Background: an optimization exercise with open tools, aiming at small area. Do not read the settings as production practice.
In this exercise RTL edits were held to simulation tests only and were not proved equivalent to the original.
Power figures rest on the tool's default switching activity, not on a simulated workload.

[flow/design.v]
`default_nettype none
package rename_pkg;
    typedef logic [5-1:0] areg_t;  
    typedef logic [6-1:0] preg_t;  
    typedef logic [5-1:0] rob_idx_t;
    typedef struct packed {
        logic  valid;
        areg_t rs1;
        areg_t rs2;
        areg_t rd;
        logic  rd_valid;  
    } dispatch_req_t;
    typedef struct packed {
        preg_t    rs1_preg;
        logic     rs1_ready;
        preg_t    rs2_preg;
        logic     rs2_ready;
        preg_t    rd_preg;   
        preg_t    old_preg;  
        rob_idx_t rob_idx;
    } rename_resp_t;
    typedef struct packed {
        logic     valid;
        preg_t    preg;
        rob_idx_t rob_idx;
    } cdb_t;
    typedef struct packed {
        logic  valid;
        logic  rd_valid;
        areg_t areg;
        preg_t preg;
        preg_t old_preg;  
    } retire_t;
    typedef enum logic [1:0] {rob_free, rob_wait, rob_done} rob_state_e;
endpackage
`default_nettype wire
`timescale 1ns/1ps
`default_nettype none
module rename_unit (
    input  logic                       clock,
    input  logic                       rst,
    input  logic                       dispatch_valid,
    input  logic [5-1:0]         dispatch_rs1,
    input  logic [5-1:0]         dispatch_rs2,
    input  logic [5-1:0]         dispatch_rd,
    input  logic                       dispatch_rd_valid,
    output logic                       dispatch_ready,
    output logic [6-1:0]         rename_rs1_preg,
    output logic                       rename_rs1_ready,
    output logic [6-1:0]         rename_rs2_preg,
    output logic                       rename_rs2_ready,
    output logic [6-1:0]         rename_rd_preg,
    output logic [6-1:0]         rename_old_preg,
    output logic [5-1:0]          rename_rob_idx,
    input  logic                       cdb_valid,
    input  logic [6-1:0]         cdb_preg,
    input  logic [5-1:0]          cdb_rob_idx,
    output logic                       retire_valid,
    output logic                       retire_rd_valid,
    output logic [5-1:0]         retire_areg,
    output logic [6-1:0]         retire_preg,
    output logic [6-1:0]         retire_old_preg,
    output logic [32*6-1:0] committed_map
);
    localparam int FN = (48 - 32);
    localparam int FW = 4;
    logic [6-1:0] cmap     [32];  
    logic [6-1:0] fl_preg  [FN];
    logic [5-1:0] fl_areg  [FN];
    logic [FN-1:0]      fl_done;
    logic [FN-1:0]      fl_last;   
    logic [FW:0]        fl_head;   
    logic [FW:0]        fl_tail;
    logic [32-1:0] rob_done;
    logic [32-1:0] rob_dest;
    logic [5:0]      rob_head;  
    logic [5:0]      rob_tail;
    logic has_dest, fire, fire_dest, rob_full, rob_empty, fl_empty;
    logic pop, retire_dest;
    logic [FW-1:0] hd, tl;
    assign hd        = fl_head[FW-1:0];
    assign tl        = fl_tail[FW-1:0];
    assign has_dest  = dispatch_rd_valid && (dispatch_rd != '0);
    assign rob_full  = (rob_head[5-1:0] == rob_tail[5-1:0]) &&
                       (rob_head[5] != rob_tail[5]);
    assign rob_empty = (rob_head == rob_tail);
    assign fl_empty  = (hd == tl) && (fl_head[FW] != fl_tail[FW]);
    assign dispatch_ready = !rob_full && (!fl_empty || !has_dest);
    assign fire           = dispatch_valid && dispatch_ready;
    assign fire_dest      = fire && has_dest;
    assign pop         = rob_done[rob_head[5-1:0]] && !rob_empty;
    assign retire_dest = pop && rob_dest[rob_head[5-1:0]];
    logic [FN-1:0] m1, m2, md, cdb_hit;
    logic [6-1:0] s1, s2, sd;
    logic r1, r2;
    always_comb begin
        s1 = '0; s2 = '0; sd = '0;
        r1 = 1'b0; r2 = 1'b0;
        for (int k = 0; k < FN; k++) begin
            m1[k]      = fl_last[k] && (fl_areg[k] == dispatch_rs1);
            m2[k]      = fl_last[k] && (fl_areg[k] == dispatch_rs2);
            md[k]      = fl_last[k] && (fl_areg[k] == dispatch_rd);
            cdb_hit[k] = cdb_valid && (fl_preg[k] == cdb_preg);
            s1 = s1 | ({6{m1[k]}} & fl_preg[k]);
            s2 = s2 | ({6{m2[k]}} & fl_preg[k]);
            sd = sd | ({6{md[k]}} & fl_preg[k]);
            r1 = r1 | (m1[k] && !fl_done[k] && !cdb_hit[k]);
            r2 = r2 | (m2[k] && !fl_done[k] && !cdb_hit[k]);
        end
    end
    assign rename_rs1_preg  = (|m1) ? s1 : cmap[dispatch_rs1];
    assign rename_rs2_preg  = (|m2) ? s2 : cmap[dispatch_rs2];
    assign rename_rs1_ready = !r1;
    assign rename_rs2_ready = !r2;
    assign rename_rd_preg   = has_dest ? fl_preg[hd] : '0;
    assign rename_old_preg  = has_dest ? ((|md) ? sd : cmap[dispatch_rd]) : '0;
    assign rename_rob_idx   = rob_tail[5-1:0];
    assign retire_valid    = pop;
    assign retire_rd_valid = rob_dest[rob_head[5-1:0]];
    assign retire_areg     = fl_areg[tl];
    assign retire_preg     = fl_preg[tl];
    assign retire_old_preg = cmap[retire_areg];
    always_comb begin
        for (int i = 0; i < 32; i++) begin
            committed_map[6*i +: 6] = cmap[i];
        end
    end
    assign cmap[0] = '0;
    for (genvar i = 1; i < 32; i++) begin : g_cmap
        logic [6-1:0] q;
        always_ff @(posedge clock) begin
            if (rst || (retire_dest && retire_areg == 5'(i))) begin
                q <= rst ? 6'(i) : retire_preg;
            end
        end
        assign cmap[i] = q;
    end
    for (genvar k = 0; k < FN; k++) begin : g_fl
        logic alloc_k, free_k;
        assign alloc_k = fire_dest && (hd == FW'(k));
        assign free_k  = retire_dest && (tl == FW'(k));
        always_ff @(posedge clock) begin
            if (rst || free_k) begin
                fl_preg[k] <= rst ? 6'(32 + k) : retire_old_preg;
            end
            if (alloc_k) begin
                fl_areg[k] <= dispatch_rd;
            end
            if (alloc_k || cdb_hit[k]) begin
                fl_done[k] <= !alloc_k;
            end
            if (rst || alloc_k || free_k || (fire_dest && md[k])) begin
                fl_last[k] <= !rst && alloc_k;
            end
        end
    end
    always_ff @(posedge clock) begin
        if (rst) begin
            fl_head <= '0;
            fl_tail <= '0;
        end else begin
            if (fire_dest)   fl_head <= fl_head + 1'b1;
            if (retire_dest) fl_tail <= fl_tail + 1'b1;
        end
    end
    always_ff @(posedge clock) begin
        if (rst) begin
            rob_head <= '0;
            rob_tail <= '0;
        end else begin
            if (fire) rob_tail <= rob_tail + 1'b1;
            if (pop)  rob_head <= rob_head + 1'b1;
        end
    end
    for (genvar j = 0; j < 32; j++) begin : g_rob
        logic push_j, cdb_j;
        assign push_j = fire && (rob_tail[5-1:0] == 5'(j));
        assign cdb_j  = cdb_valid && (cdb_rob_idx == 5'(j));
        always_ff @(posedge clock) begin
            if (push_j) begin
                rob_dest[j] <= has_dest;
            end
            if (push_j || cdb_j) begin
                rob_done[j] <= !push_j;
            end
        end
    end
endmodule
`default_nettype wire
[flow/run.sh]
#!/bin/bash
# synth_recipe.tcl (not shown) runs the flow's synth.tcl, then flattens the netlist and writes it again
# the make line also repeats each setting of config.mk as NAME=value (left out here)
make -C /OpenROAD-flow-scripts/flow DESIGN_CONFIG=/design/flow/config.mk WORK_HOME=/design/flow/orfs CLKGATE_MAP_FILE= SYNTH_SCRIPT=/design/flow/synth_recipe.tcl finish
[flow/config.mk]
export PLATFORM = sky130hd
export DESIGN_NAME = rename_unit
export DESIGN_NICKNAME = rename_unit
export VERILOG_FILES = /design/flow/design.v
export SDC_FILE = /design/flow/constraint.sdc
export NUM_CORES = 4
export LEC_CHECK = 0
export CAP_MARGIN = 20
export CORE_MARGIN = 2
export CORE_UTILIZATION = 40
export PLACE_DENSITY = 0.6
export SLEW_MARGIN = 20
[flow/constraint.sdc]
create_clock -name core_clock -period 6.0 [get_ports {clock}]
set_input_delay 1.2000 -clock core_clock [delete_from_list [all_inputs] [get_ports {clock}]]
set_output_delay 1.2000 -clock core_clock [all_outputs]
set_load 0.01 [all_outputs]
==> results of run 1 <==
## layer usage
layer / share of wire (%) / global-route usage [%] / vias up
met4: 7.7 / 30.80 / 45
li1: - / - / 12900
met2: 38 / 69.74 / 4007
met1: 36 / 65.82 / 17520
met5: 0.33 / 5.174 / -
met3: 18 / 31.07 / 1059
## area by class of cell
type / count / share of cell area [%]
tap: 1050 / 3.313
antenna: 18 / 0.1136
timing repair buffer: 647 / 14.56
clock inverter: 30 / 1.117
inverter: 69 / 0.6688
clock buffer: 63 / 3.407
sequential: 480 / 35.81
multi-input combinational: 2278 / 41.01
## state kept, by name (all words and copies together) (netlist names), 6 cells and up
| register | flops |
|---|---|
| fl_preg | 96 |
| rob_tail | 6 |
| fl_last | 16 |
| rob_dest | 32 |
| rob_done | 32 |
| g_cmap.q | 186 |
| fl_areg | 80 |
| rob_head | 6 |
| fl_done | 16 |
## timing repair
action	in CTS	in global routing
resized for setup	24	22
pin swaps	4	8
buffers inserted	1	2
setup endpoints to repair	8	9
cloned	0	0
## power breakdown
| part | leakage [nW] | switching (mW) | internal (mW) |
|---|---|---|---|
| Clock | 0.861 | 1.46 | 1.97 |
| Combinational | 9.07 | 4.89 | 3.11 |
| Sequential | 4.61 | 3.36 | 4.87 |
| Total | 14.5 | 9.71 | 9.95 |
## cells by family (layout without fill, tap and decap cells)
kind of cell / Yosys count / in the layout / synth area share, %
DFF: 480 / 480 / 44.53
other: 1 / 24 / 0.01177
and+or+nand+nor: 875 / 875 / 14.04
AOI/OAI and AO/OA: 882 / 882 / 20.25
adders and majority gates: 15 / 15 / 0.5888
buffers and inverters: 362 / 809 / 5.052
muxes: 137 / 137 / 5.547
xor gates and xnor gates: 363 / 363 / 9.975
## critical path, cell delays in order
cell and delay [ps]:
sky130_fd_sc_hd__buf_2 280, sky130_fd_sc_hd__buf_4 310, sky130_fd_sc_hd__buf_4 200, sky130_fd_sc_hd__nand2_1 60, sky130_fd_sc_hd__nor2_1 520, sky130_fd_sc_hd__buf_4 310
sky130_fd_sc_hd__a222oi_1 120, sky130_fd_sc_hd__a21oi_1 450, sky130_fd_sc_hd__a21oi_1 130, sky130_fd_sc_hd__nand4_1 80, sky130_fd_sc_hd__o21ai_0 190, sky130_fd_sc_hd__a41oi_1 220
sky130_fd_sc_hd__buf_4 190, sky130_fd_sc_hd__clkdlybuf4s50_1 560
## cell usage in the layout, fill, tap and decap left out, types with 13 or more instances in the layout
cell / instances
sky130_fd_sc_hd__or2_2: 26
sky130_fd_sc_hd__mux2i_1: 56
sky130_fd_sc_hd__nor4_1: 77
sky130_fd_sc_hd__xnor2_1: 108
sky130_fd_sc_hd__diode_2: 18
sky130_fd_sc_hd__clkdlybuf4s50_1: 250
sky130_fd_sc_hd__a22o_1: 85
sky130_fd_sc_hd__nor2_1: 148
sky130_fd_sc_hd__mux2_2: 53
sky130_fd_sc_hd__buf_4: 356
sky130_fd_sc_hd__and3_1: 83
sky130_fd_sc_hd__nand4_1: 70
sky130_fd_sc_hd__a22oi_1: 240
sky130_fd_sc_hd__buf_12: 24
sky130_fd_sc_hd__o22ai_1: 24
sky130_fd_sc_hd__xor2_1: 255
sky130_fd_sc_hd__nor2b_1: 22
sky130_fd_sc_hd__and2_1: 29
sky130_fd_sc_hd__a32oi_1: 34
sky130_fd_sc_hd__dfxtp_1: 18
sky130_fd_sc_hd__nand2b_1: 22
sky130_fd_sc_hd__nand2_1: 201
sky130_fd_sc_hd__a221oi_1: 76
sky130_fd_sc_hd__nand3_1: 117
sky130_fd_sc_hd__nor3_1: 28
sky130_fd_sc_hd__a211oi_1: 17
sky130_fd_sc_hd__edfxtp_1: 458
sky130_fd_sc_hd__clkbuf_16: 51
sky130_fd_sc_hd__a31oi_1: 33
sky130_fd_sc_hd__a21oi_1: 88
sky130_fd_sc_hd__ha_1: 13
sky130_fd_sc_hd__a222oi_1: 23
sky130_fd_sc_hd__mux4_2: 26
sky130_fd_sc_hd__o21ai_0: 134
sky130_fd_sc_hd__inv_1: 62
## worst max-delay path by stage
| stage | from | end | slack, ps | cells after the start |
|---|---|---|---|---|
| after floorplan | dispatch_rs2[0] | rename_rs2_preg[0] | 1350 | 10 |
| after global placement | dispatch_rs1[1] | rename_rs1_preg[4] | -110 | 13 |
| after detailed placement | dispatch_rs1[2] | rename_rs1_preg[4] | -140 | 10 |
| after CTS | fl_tail[3] | retire_old_preg[0] | 20 | 13 |
| after global routing | fl_tail[0] | retire_old_preg[3] | -20 | 16 |
| final | dispatch_rd[1] | rename_old_preg[5] | -50 | 14 |
## metrics by stage
step | util [%] | setup WS, ps | cells
5_1_grt | 50.15 | -19.01 | 4618
3_5_place_dp | 47.65 | -139.2 | 4521
4_1_cts | 50.02 | 19.49 | 4615
2_1_floorplan | - | 1346 | 3120
3_3_place_gp | 47.63 | -113.9 | 4520
6_report | 50.20 | -45.74 | 4635
==> run summary, run 1 <==
The number of max-slew violations in the final report came out at 0. The post-detailed-route wirelength per cell came out at 48.53 µm. The fraction of the cycle the final worst path needs came out at 100.8%. The H-tree was split into 2 levels. The number of library cell types mapped by synthesis is 83. The number of placement rows is 103. The die is 286.3 µm wide.

The routed design has 225000 µm of wire. The portion of the post-synthesis area used by sequential elements is 44.53%. The maximum buffer depth of the clock tree is 3. The DRC violation count after routing is 0. In the final layout, flip-flops and latches occupy 0.01420 mm². At the later pin of the worst-skew pair, clock insertion delay measures 660 ps. The setup TNS came out at -45.74 ps. The most used flip-flop cell after synthesis is sky130_fd_sc_hd__edfxtp_1.

After clock tree synthesis, the clock-pin slew on the worst setup and hold paths is 60 ps. The beginning of the worst hold path is fl_head[1]. Sorting the synthesized cells by area gives the leading types as sky130_fd_sc_hd__edfxtp_1 (43%), sky130_fd_sc_hd__xor2_1 (7.0%), sky130_fd_sc_hd__a22oi_1 (5.7%). CTS saw 480 sinks.

The peak fanout along the critical path came out at 11. Entering global routing, the biggest net connects 53 pins. The initial antenna violation count is 33. The die area is 0.08196 mm².

The final antenna-violating net count is 0. The path depth of the worst reg2reg path came out at 8. The run finished, with violations left.

The library cell with the highest instance count after synthesis is sky130_fd_sc_hd__edfxtp_1. Yosys printed 4 warnings. The number of endpoints with negative hold slack in the final report is 0. The post-synthesis register bit count is 480. The power density over cell area came out at 495.7 mW/mm². The worst reg-to-reg setup slack is 990 ps.

At the end of the flow, the number of nets in the layout was 3573. The top-level port count came out at 274. Using the TritonRoute via totals, the vias-per-cell ratio works out to 7.665.

The relative max-transition margin came out at 14.99%. The post-DP HPWL came out at 161400 µm. STA classifies the critical path endpoint as an output port. TritonCTS built the clock tree.

The routed layout has 35530 vias. The total routing usage reported by global routing came out at 52.99%. The mapped netlist covers 0.03187 mm².

The measured slew at the worst slew-check pin is 1264 ps. The average cell area after synthesis is 10.23 µm². In this run, synthesis inferred 458 flip-flops with an integrated enable. On the final layout, the worst clock skew is 57.68 ps.

The run did not pass the layout checks because of setup timing. Across all setup checks in the final design, the least slack found is -45.74 ps. The async set-reset flop share out of synthesis came out at 0%. For the worst setup path, the data arrival time is 4850 ps. The via count of the first global-routing pass is 32750. By startpoint and endpoint, the worst setup path is classified as input port to output port. In the synthesized netlist, the number of instances is 3115.

The final instance area is 0.03966 mm². The overall die height is 286.3 µm. The effective utilization at floorplan came out at 40.35%. The layout cell share with drive strength beyond 1 came out at 17.91%.

The share of Yosys cell area claimed by the top area cell type came out at 43.15%. The number of fill cells came out at 6999. The synthesis-to-layout area growth is 24.43%. In this run the critical register-to-register path is captured at g_cmap[10].q[5].

The leakage dissipation is 14.54 nW. The tightest min-delay check is of the flip-flop to flip-flop type. The last weighted congestion value of the routability-driven placer came out at 1.150. Summing all multi-input logic gate instances after layout gives 0.01626 mm². By count the netlist is led by sky130_fd_sc_hd__edfxtp_1 (458), sky130_fd_sc_hd__xor2_1 (255), sky130_fd_sc_hd__a22oi_1 (241).

Summing all placed instances gives a cell area of 0.03764 mm². The first detailed-routing pass took 11 iterations. The worst-case vdd ir drop came out at 0.5422 mV. The setup violation total in the final timing report is 1.

The number of buffers added to fix hold violations after cts is 0. The worst register-to-register path begins at rob_head[1]. The iteration-0 DRC count of the detailed router is 7734.

The core region is 0.07900 mm². The max-capacitance violation count came out at 0. The clock root buffer master is sky130_fd_sc_hd__clkbuf_16.

The leftover overflow at the end of global routing came out at 0. The TritonCTS buffer count is 51. The required time reported for the critical path endpoint came out at 4800 ps. The worst hold slack came out at 563.3 ps. The first-pass GRT wire length came out at 294200 µm.

For hold timing, the worst endpoint is fl_head[1]. The overall power consumption came out at 19.66 mW. The worst setup path is launched from an input port. The maximum clock frequency came out at 165.4 MHz. The number of port buffers came out at 267. Summed over all instances, the cell type with the most area after synthesis is sky130_fd_sc_hd__edfxtp_1. The depth of the worst hold-timing path came out at 2. For the finished layout, the period the worst path requires is 6046 ps.
==> run 2: changes to the inputs <==
--- a/flow/design.v
+++ b/flow/design.v
@@ -73,2 +73,3 @@
     logic [FW:0]        fl_tail;
+    logic [5-1:0] ret_areg;  
     logic [32-1:0] rob_done;
@@ -110,4 +111,4 @@
     end
-    assign rename_rs1_preg  = (|m1) ? s1 : cmap[dispatch_rs1];
-    assign rename_rs2_preg  = (|m2) ? s2 : cmap[dispatch_rs2];
+    assign rename_rs1_preg  = s1 | ((|m1) ? '0 : cmap[dispatch_rs1]);
+    assign rename_rs2_preg  = s2 | ((|m2) ? '0 : cmap[dispatch_rs2]);
     assign rename_rs1_ready = !r1;
@@ -115,3 +116,3 @@
     assign rename_rd_preg   = has_dest ? fl_preg[hd] : '0;
-    assign rename_old_preg  = has_dest ? ((|md) ? sd : cmap[dispatch_rd]) : '0;
+    assign rename_old_preg  = has_dest ? (sd | ((|md) ? '0 : cmap[dispatch_rd])) : '0;
     assign rename_rob_idx   = rob_tail[5-1:0];
@@ -119,3 +120,3 @@
     assign retire_rd_valid = rob_dest[rob_head[5-1:0]];
-    assign retire_areg     = fl_areg[tl];
+    assign retire_areg     = ret_areg;
     assign retire_preg     = fl_preg[tl];
@@ -148,5 +149,3 @@
             end
-            if (alloc_k || cdb_hit[k]) begin
-                fl_done[k] <= !alloc_k;
-            end
+            fl_done[k] <= (fl_done[k] | cdb_hit[k]) & !alloc_k;
             if (rst || alloc_k || free_k || (fire_dest && md[k])) begin
@@ -154,2 +153,11 @@
             end
+        end
+    end
+    logic [FW-1:0] tl1;
+    assign tl1 = tl + 1'b1;
+    always_ff @(posedge clock) begin
+        if (retire_dest) begin
+            ret_areg <= (fire_dest && hd == tl1) ? dispatch_rd : fl_areg[tl1];
+        end else if (fire_dest && hd == tl) begin
+            ret_areg <= dispatch_rd;
         end
@@ -182,5 +190,3 @@
             end
-            if (push_j || cdb_j) begin
-                rob_done[j] <= !push_j;
-            end
+            rob_done[j] <= (rob_done[j] | cdb_j) & !push_j;
         end
==> flow/flow/run.sh (new file) <==
#!/bin/bash
# Layout flow: the standard.sh with these changes
#  1. after the standard synthesis, the combinational logic is re-mapped by
#     abc with an area-oriented script (flow/area.abc); every register cell
#     of the standard synthesis is kept as it is (same instance, name, type)
#  2. port buffers are buf_1
#  3. CTS clusters up to 24 sinks per leaf buffer and inserts no dummy loads
#  4. after global routing, antennas are repaired again with a 20% margin
#     (flow/post_grt.tcl)
# Logs: standard_synth.log, resyn.log, standard.log in this folder, and the
# per-step ORFS logs under orfs/logs.
set -o pipefail
FLOW=${FLOW_HOME:-/OpenROAD-flow-scripts/flow}
LIB=$FLOW/platforms/sky130hd/lib/sky130_fd_sc_hd__tt_025C_1v80.lib
R=orfs/results/sky130hd/rename_unit/base

cat >> config.mk <<'EOC'
export BUFFER_PORTS_ARGS = -buffer_cell sky130_fd_sc_hd__buf_1
export CTS_ARGS = -sink_clustering_enable -repair_clock_nets -dont_use_dummy_load -buf_list sky130_fd_sc_hd__clkbuf_16 -sink_clustering_size 24 -sink_clustering_max_diameter 150
EOC
echo "export POST_GLOBAL_ROUTE_TCL = $PWD/flow/post_grt.tcl" >> config.mk

bash standard.sh synth > standard_synth.log 2>&1 || exit 1
cp $R/1_2_yosys.v standard_1_2_yosys.v

DU=$(sed -n '/DONT_USE_CELLS +=/,/^#/p' $FLOW/platforms/sky130hd/config.mk | grep -o 'sky130_fd_sc_hd__[a-z0-9_]*' | sed 's/^/-dont_use /' | tr '\n' ' ')
SEQ=$(grep -o 'sky130_fd_sc_hd__[a-z0-9_]*' standard_1_2_yosys.v | sort -u | grep -E '__(e?df|sdf|dl|dfb|dfr|dfs|dfxb)' | tr '\n' ' ')
cat > resyn.ys <<EOY
read_liberty -ignore_miss_func $LIB
read_verilog standard_1_2_yosys.v
hierarchy -top rename_unit
blackbox $SEQ
flatten
rename -hide w:*.*
opt_clean -purge
abc -script flow/area.abc -liberty $LIB $DU
opt_clean -purge
write_verilog -noattr resyn_abc.v
design -reset
read_liberty -lib $LIB
read_verilog resyn_abc.v
hierarchy -top rename_unit
opt_clean -purge
hilomap -singleton -hicell sky130_fd_sc_hd__conb_1 HI -locell sky130_fd_sc_hd__conb_1 LO
insbuf -buf sky130_fd_sc_hd__buf_4 A X
splitnets
opt_clean -purge
hierarchy -top rename_unit
check -assert
tee -o resyn_stat.txt stat -liberty $LIB
write_verilog -noattr -nohex -nodec $R/1_2_yosys.v
EOY
yosys -s resyn.ys > resyn.log 2>&1 || exit 1
rm -f $R/1_synth.odb $R/1_synth.sdc
bash standard.sh > standard.log 2>&1
==> flow/flow/area.abc (new file) <==
strash
dc2
balance
rewrite -l
refactor -l
balance
rewrite -l
rewrite -z -l
balance
refactor -z -l
rewrite -z -l
balance
&get -n
&deepsyn -T 60
&put
dch -f
map -a
&get -n
&st
&dch -f
&nf -a -R 1000
&st
&dch -f
&nf -a -R 1000
&put
==> flow/flow/post_grt.tcl (new file) <==
# after global routing and its antenna repair: repair again with a 20% ratio
# margin so that detailed routing is less likely to leave antenna violations
# (each one left makes ORFS insert diodes and run detailed routing again)
repair_antennas -ratio_margin 20 -iterations 3
check_placement -verbose
write_guides $::env(RESULTS_DIR)/route.guide
==> flow/standard.sh (new file) <==
#!/bin/bash
# synth_recipe.tcl (not shown) runs the flow's synth.tcl, then flattens the netlist and writes it again
# the make line also repeats each setting of config.mk as NAME=value (left out here)
make -C /OpenROAD-flow-scripts/flow DESIGN_CONFIG=/design/flow/config.mk WORK_HOME=/design/flow/orfs CLKGATE_MAP_FILE= SYNTH_SCRIPT=/design/flow/synth_recipe.tcl "${@:-finish}"
--- a/flow/config.mk
+++ b/flow/config.mk
@@ -9,4 +9,8 @@
 export CORE_MARGIN = 2
-export CORE_UTILIZATION = 40
-export PLACE_DENSITY = 0.6
+export CORE_UTILIZATION = 30
+export PLACE_DENSITY = 0.45
+export SETUP_SLACK_MARGIN = 0.4
 export SLEW_MARGIN = 20
+export BUFFER_PORTS_ARGS = -buffer_cell sky130_fd_sc_hd__buf_1
+export CTS_ARGS = -sink_clustering_enable -repair_clock_nets -dont_use_dummy_load -buf_list sky130_fd_sc_hd__clkbuf_16 -sink_clustering_size 24 -sink_clustering_max_diameter 150
+export POST_GLOBAL_ROUTE_TCL = /design/flow/flow/post_grt.tcl
removed: flow/run.sh
==> run 2 against run 1 <==
Effect of this change: now clean on timing, DRC and antenna; via count shrank 5.4%; non-clock buffer count shrank 145; synthesized area shrank 13%; sequential share of layout area rose by 6.6 points; hold slack got worse by 74 ps; count of clock-buffer cells in the layout fell by 39; sequential cell count grew 5; critical path depth shrank 2; die area increased by 15%; setup slack improved by 480 ps; first-iteration DRC count up 2.5%; power shrank 59%; largest cell class is now flip-flops and latches.
==> run summary, run 2 <==
The worst endpoint data arrival time was 4360 ps (-490 ps). The leftover overflow at the end of global routing is 0 (unchanged). The critical path goes through clkbuf_2, clkinv_1, buf_4, a221oi_1, o2111ai_1, a211oi_1, buf_4, a222oi_1, nand3_1, nor2_1, o22ai_1, buf_1. The number of flip-flops under the largest register name was 186 (unchanged). In this run the most critical hold path is launched from rob_done[23]. The post-DP HPWL is 162200 µm (+0.50%).

The die area is 0.09466 mm² (+15%). The peak fanout along the critical path is 10 (-1). The leakage dissipation came out at 10.60 nW (-27%).

The maximum clock frequency is 179.8 MHz (+8.7%). The number of buffers added to fix hold violations after cts was 0 (unchanged). The worst hold slack is 488.9 ps (-74.44 ps). The H-tree depth was 1 (-1).

The top register by number of flip-flops is g_cmap.q. The x dimension of the die came out at 307.7 µm (+7.5%). The setup violation total in the final timing report came out at 0 (-1). The number of buffers added for setup after CTS is 0 (-1). The final core area utilization is 35.74% (-14 points). The number of placed instances with taps included came out at 4320 (-4.4%). In this run the critical register-to-register path is launched from rob_head[0]. The effective utilization at floorplan came out at 30.23% (-10 points).

Compared with the post-synthesis result, the final layout area differs by 18.23%. The worst setup margin came out at 437.3 ps (+483.0 ps). The max-capacitance violation count is 0 (unchanged). The last weighted congestion value of the routability-driven placer came out at 1.114 (-3.1%). The run finished with no timing, DRC or antenna violations. The total routing usage reported by global routing came out at 44.32% (-8.7 points). The initial antenna violation count is 15 (-55%). The via count of the first global-routing pass came out at 30620 (-6.5%). The number of endpoints with negative hold slack in the final report came out at 0 (unchanged). The relative max-transition margin is 9.331% (-5.7 points). The largest registers in the layout are g_cmap.q (186), fl_preg (96), fl_areg (80). The iteration-0 DRC count of the detailed router is 7928 (+2.5%). The overall power consumption came out at 8.151 mW (-59%). The worst hold endpoint is rob_done[23]. The tree is rooted in a sky130_fd_sc_hd__clkbuf_16. The final critical-path required period is 5563 ps (-483.0 ps). The worst setup path is launched from an input port. STA classifies the critical path endpoint as an output port. The final antenna-violating net count came out at 0 (unchanged). The number of placement rows was 111 (+7.8%). The mapped cell area is 0.02766 mm² (-13%). The clock-pin slew reported for the worst setup and hold paths after clock tree synthesis is 100 ps (+40 ps). The worst register-to-register path ends at g_cmap[25].q[1]. The number of max-slew violations in the final report came out at 0 (unchanged). The required time reported for the critical path endpoint was 4800 ps (about the same). The first-pass GRT wire length is 285700 µm (-2.9%). The worst reg-to-reg setup slack came out at 1390 ps (+400 ps). The DRC violation count after routing came out at 0 (unchanged).

The delay of the slowest cell on the worst path is 530 ps (-30 ps). The routed via count is 33610 (-5.4%). The number of iterations in the first detailed-routing pass came out at 14 (+3).

The TritonCTS buffer count came out at 24 (-53%). The overall die height is 307.7 µm (+7.5%). The power density over cell area is 249.2 mW/mm² (-50%).

The number of buffer and inverter instances along the worst setup path came out at 5 (-1). The final instance area was 0.03271 mm² (-18%). The net total in the final layout came to 3191 (-11%). The depth of the worst hold-timing path came out at 2 (unchanged). TritonCTS built the clock tree.

The post-CTS resize count came to 3 (-88%). The path depth of the worst reg2reg path is 10 (+2). The maximum buffer depth of the clock tree is 3 (unchanged). The via-per-instance ratio is 7.729 (+0.83%). The average cell area after synthesis came out at 10.49 µm² (+2.5%). The filler-free cell count of the finished design came out at 4349 (-6.2%). The post-place instance area is 0.03204 mm² (-15%). The clock sink count was 485 (+1.0%). The measured slew at the worst slew-check pin is 1355 ps (+91.46 ps). The layout cell share with drive strength beyond 1 is 9.753% (-8.2 points).

Leaving out fill and tap cells, the most frequent cells in the layout are sky130_fd_sc_hd__edfxtp_1 (415), sky130_fd_sc_hd__buf_1 (261), sky130_fd_sc_hd__a22oi_1 (258), sky130_fd_sc_hd__nor2_1 (248), sky130_fd_sc_hd__buf_4 (233). The top-level port count came out at 274 (unchanged). Leaving out fill and tap cells, the most frequent cell in the layout is sky130_fd_sc_hd__edfxtp_1. The clock latency on the worst-skew pair came to 640 ps (-20 ps). The class of the tightest hold or removal check is flip-flop to flip-flop. The setup path with the least slack is of type input port to output port. The placement-stage worst setup slack is 194.5 ps (+333.7 ps). The fraction of the cycle the final worst path needs is 92.71% (-8.1 points). The warning count from the yosys run is 4 (unchanged). The post-detailed-route wirelength per cell was 50.16 µm (+3.4%). The gate count after technology mapping came to 2638 (-15%). On the critical path the largest part of the delay comes from buffers and inverters.

The maximum number of pins on one net before global-route repair was 55 (+3.8%). The largest individual stage delay along the critical path comes from the cell sky130_fd_sc_hd__clkinv_1. The total core area was 0.09152 mm² (+16%).

The setup TNS came to 0 ps (+45.74 ps). The most frequent cell on the critical path is sky130_fd_sc_hd__buf_4. The total wire length came out at 218200 µm (-3.0%). The worst-case vdd ir drop is 0.2165 mV (-60%).

The post-route clock skew is 61.27 ps (+3.588 ps). The number of port buffers is 267 (unchanged).
## run 2: layer usage
layer	GRT usage, %	wire length, µm
met5	2.171	346
met4	17.98	11560
met3	21.37	37210
met2	58.43	82810
met1	60.84	86240
## run 2: final cells by class
type	count	area [µm²]
fillers	9237	58820
flip-flops and latches	485	13860
multi-input cells	2047	13560
repair buffers	502	2801
well taps	1186	1484
clock buffers	24	600.6
inverters	100	382.9
diodes	5	12.51
## run 2: worst max path at each step
stage	start	end	slack (ps)	depth (start not counted)
floorplan	dispatch_rd[2]	rename_old_preg[5]	850	7
global placement	dispatch_rd[2]	rename_old_preg[3]	190	11
detailed placement	dispatch_rd[2]	rename_old_preg[3]	190	11
CTS	dispatch_rs1[4]	rename_rs1_preg[3]	440	14
finish	dispatch_rd[4]	rename_old_preg[3]	440	12
## run 2: worst reg2reg max path, delay by kind of cell, from the launching register on
| kind | cells | cell delay, ps |
|---|---|---|
| flops | 1 | 530 |
| compound gates | 5 | 1670 |
| simple gates | 3 | 1240 |
| buf+inv | 2 | 720 |
## run 2: power breakdown
group	leakage [nW]	switching (mW)	total, mW	internal [mW]
clock network	0.296	1.15	1.86	0.716
registers	4.55	0.757	4.75	3.99
logic	5.75	1.10	1.54	0.439
total	10.6	3.00	8.15	5.15

## static timing again, ports no longer ideal
Ports are ideal in the flow. The routed layouts listed here were re-timed in OpenROAD. Step 1: set_driving_cell puts a clkbuf_16 on clock and a buf_2 on each other input, an assumption about the parent block. Step 2 also shifts input and output timing later by t, the mid clock arrival at the registers, as if the neighbouring blocks saw the same clock. a / b / c = no drivers / after step 1 / after step 2; a / b = the first two.
| run | t (ns) | setup WS [ns] | worst data-port slew with drivers (ns) |
|---|---|---|---|
| run 1 | 0.701 | -0.046 / -0.069 / -0.069 | 0.05 |
| run 2 | 0.680 | 0.437 / 0.406 / 0.406 | 0.04 |
The setup slack of run 2, which loses most, moves by -0.031 ns with the drivers and by -0.031 ns with both steps.
